From an optimization exercise on the open Yosys and OpenROAD flow, aimed at small area, a short achievable clock period and few clock cycles per item; shortcuts taken in it are not production practice. Function was checked by simulation only, so behaviour that the tests miss may differ from the original.

==> flow/design.v (excerpt) <==
module cordic_vector (
  input  logic        clk,
  input  logic        reset,
  input  logic [31:0] x_in,
  input  logic [31:0] y_in,
  input  logic        in_valid,
  output logic        in_ready,
  output logic [31:0] angle,
  output logic [31:0] magnitude,
  output logic        out_valid,
  input  logic        out_ready
);
  function automatic logic [31:0] ztab1(input logic [4:0] ztab1_k);
    ztab1 = (ztab1_k[4] ? (ztab1_k[3] ? (ztab1_k[2] ? (ztab1_k[1] ? (ztab1_k[0] ? 32'hCB4298FC : 32'hAD9631F8) : (ztab1_k[0] ? 32'hBB94DE00 : 32'h9DE876FC)) : (ztab1_k[1] ? (ztab1_k[0] ? 32'hC34D2A58 : 32'hA5A0C354) : (ztab1_k[0] ? 32'hB39F6F5C : 32'h95F30858))) : (ztab1_k[2] ? (ztab1_k[1] ? (ztab1_k[0] ? 32'h620E7CF6 : 32'h446215F2) : (ztab1_k[0] ? 32'h5260C1FA : 32'h34B45AF6)) : (ztab1_k[1] ? (ztab1_k[0] ? 32'h5A190E52 : 32'h3C6CA74E) : (ztab1_k[0] ? 32'h4A6B5356 : 32'h2CBEEC52)))) : (ztab1_k[3] ? (ztab1_k[2] ? (ztab1_k[1] ? (ztab1_k[0] ? 32'hFD868FA5 : 32'hDFDA28A1) : (ztab1_k[0] ? 32'hEDD8D4A9 : 32'hD02C6DA5)) : (ztab1_k[1] ? (ztab1_k[0] ? 32'hF5912101 : 32'hD7E4B9FD) : (ztab1_k[0] ? 32'hE5E36605 : 32'hC836FF01))) : (ztab1_k[2] ? (ztab1_k[1] ? (ztab1_k[0] ? 32'h2FCA864D : 32'h121E1F49) : (ztab1_k[0] ? 32'h201CCB51 : 32'h0270644D)) : (ztab1_k[1] ? (ztab1_k[0] ? 32'h27D517A9 : 32'h0A28B0A5) : (ztab1_k[0] ? 32'h18275CAD : 32'hFA7AF5A9)))));
  endfunction
  function automatic logic [31:0] ztab2(input logic [2:0] ztab2_k);
    ztab2 = (ztab2_k[2] ? (ztab2_k[1] ? (ztab2_k[0] ? 32'h06FE7B7A : 32'h02FFD004) : (ztab2_k[0] ? 32'h04FEA620 : 32'h00FFFAAA)) : (ztab2_k[1] ? (ztab2_k[0] ? 32'h05FE80D0 : 32'h01FFD55A) : (ztab2_k[0] ? 32'h03FEAB76 : 32'h00000000)));
  endfunction
  function automatic logic [31:0] ztab3(input logic [3:0] ztab3_k);
    ztab3 = (ztab3_k[3] ? (ztab3_k[2] ? (ztab3_k[1] ? (ztab3_k[0] ? 32'h00EFFF38 : 32'h006FFFE4) : (ztab3_k[0] ? 32'h00AFFF4E : 32'h002FFFFA)) : (ztab3_k[1] ? (ztab3_k[0] ? 32'h00CFFF3C : 32'h004FFFE8) : (ztab3_k[0] ? 32'h008FFF52 : 32'h000FFFFE))) : (ztab3_k[2] ? (ztab3_k[1] ? (ztab3_k[0] ? 32'h00DFFF3A : 32'h005FFFE6) : (ztab3_k[0] ? 32'h009FFF50 : 32'h001FFFFC)) : (ztab3_k[1] ? (ztab3_k[0] ? 32'h00BFFF3E : 32'h003FFFEA) : (ztab3_k[0] ? 32'h007FFF54 : 32'h00000000))));
  endfunction
  logic en;   
  logic        v0, sx0, sy0;
  logic [31:0] xa0, ya0;
  always_ff @(posedge clk or negedge reset)
    if (!reset) v0 <= 1'b0;
  ...
Size in the first run: about 2600 flip-flops, roughly 140000 sq um of cells after synthesis.
Settings: LEC_CHECK=0, CAP_MARGIN=20, CORE_MARGIN=2, CORE_UTILIZATION=45, CTS_CLUSTER_DIAMETER=120, CTS_CLUSTER_SIZE=25, SLEW_MARGIN=20; clock period 12.0 ns.
standard.sh (not shown) runs the stock make flow with config.mk's settings and CLKGATE_MAP_FILE= SYNTH_SCRIPT=/design/flow/synth_recipe.tcl, a recipe that flattens the netlist after the stock synthesis.
==> flow/flow/run.sh <==
#!/bin/bash
# The standard layout, with the resizer allowed to change cell footprints and asked for
# more setup slack than the constraint needs, so that it shortens the critical paths.
set -euo pipefail
bash standard.sh synth > synth.log 2>&1
bash standard.sh MATCH_CELL_FOOTPRINT=0 SETUP_SLACK_MARGIN=8.1 finish > layout.log 2>&1
The first run went through all stages and came out clean.
Testbench counts at the start, summed over its fixed seeds: cycles 2,320, items 2,048.
Next try:
--- a/flow/design.v
+++ b/flow/design.v
@@ -877,41 +877,49 @@
   assign zt2 = ztab2(dd31[6:4]);
   assign zt3 = ztab3(dd31[10:7]);
   assign zb = {12'b0, dd31[11], dd31[12], dd31[13], dd31[14], dd31[15], dd31[16], dd31[17],
                  dd31[18], dd31[19], dd31[20], dd31[21], dd31[22], dd31[23], dd31[24],
                  dd31[25], dd31[26], dd31[27], dd31[28], dd31[29], 1'b1};
   logic [31:0] zs_s0_0, zs_c0_0;
   assign zs_s0_0 = zt1 ^ zt2 ^ zt3;
   assign zs_c0_0 = ((zt1 & zt2) | (zt1 & zt3) | (zt2 & zt3)) << 1;
   logic [31:0] zs_s1_0, zs_c1_0;
   assign zs_s1_0 = zs_s0_0 ^ zs_c0_0 ^ zb;
   assign zs_c1_0 = ((zs_s0_0 & zs_c0_0) | (zs_s0_0 & zb) | (zs_c0_0 & zb)) << 1;
-  logic vm, mc;
+  logic vm, mc, zf;
   logic [55:8] ma, mb;
-  logic [31:0] zr;
-  logic [31:0] zs1;
-  cv_add #(.W(32)) u_zs1 (.a(zs_s1_0), .b(zs_c1_0), .ci(1'b0), .s(zs1));
+  logic [16:0] zlo;
+  assign zlo = {1'b0, zs_s1_0[15:0]} + {1'b0, zs_c1_0[15:0]};
+  logic [31:16] zha, zhb;
+  logic [15:0] zl;
+  logic zc;
   always_ff @(posedge clk or negedge reset)
     if (!reset) vm <= 1'b0;
     else if (en) vm <= v31;
   always_ff @(posedge clk) if (en) begin
     ma <= pm_s4_0[55:8];
     mb <= pm_c4_0[55:8];
     mc <= plo[8];
-    zr <= (x31 == 33'd0) ? 32'h0 : zs1;
+    zha <= zs_s1_0[31:16];
+    zhb <= zs_c1_0[31:16];
+    zl <= zlo[15:0];
+    zc <= zlo[16];
+    zf <= (x31 == 33'd0);
   end
   logic [55:8] phi;
   assign phi = ma + mb + {47'b0, mc};
   assign mag_n = (phi[55:54] != 2'b00) ? 32'h7FFFFFFF : {1'b0, phi[53:23]};
-  assign zsum = zr;
-  assign ang_n = zr;
+  logic [31:16] zh;
+  assign zh = zha + zhb + {15'b0, zc};
+  assign zsum = {zh, zl};
+  assign ang_n = zf ? 32'h0 : zsum;
   logic        rv, kv;
   logic [31:0] ra, rm, ka, km;
   logic        take, incoming, load_r;
   assign en       = ~kv;
   assign take     = rv & out_ready;
   assign incoming = en & vm;
   assign load_r   = ~rv | take;
   logic        rv_d, kv_d, rdy;
   always_comb begin
     rv_d = rv;
     kv_d = kv;
=> Critical path depth is lower by 5; area after synthesis stays flat; worst hold slack gets better by 0.0089 ns; design area stays flat; die area is about the same; wire length hardly moves; setup slack improves by 0.33 ns; final cell count hardly moves; global-route usage hardly moves; core utilization decreases by 0.48 points.
Testbench counts after the change, summed over its fixed seeds: cycles 2,320, items 2,048.

static timing again, ports no longer ideal:
The results above use ideal ports. As a check the final layouts listed here were re-extracted and re-timed, cells and wires unchanged. Step 1 assumes that a clkbuf_16 drives the clock port and a buf_2 every other input. Step 2 moves the port delays by t, midway between the first and last clock arrival at a register: inputs arrive t later, outputs are due t later. That takes back most of the time a late clock gives input paths. a / b / c = ideal / step 1 / step 2; a / b = the first two.
run	t, ns	slack for setup (ns)	hold WS [ns]	slew at the worst register clock pin (ns)	pins driven straight from the clock port
the first run	0.983	6.986 / 6.986 / 6.838	0.378 / 0.378 / 0.378	0.11 / 0.11	1
the second run	0.979	7.313 / 7.313 / 7.199	0.386 / 0.386 / 0.386	0.11 / 0.11	1
After both steps every run listed still meets setup and hold. For the first run, which loses most, drivers alone change the setup slack by 0.000 ns; drivers and shift together by -0.148 ns.
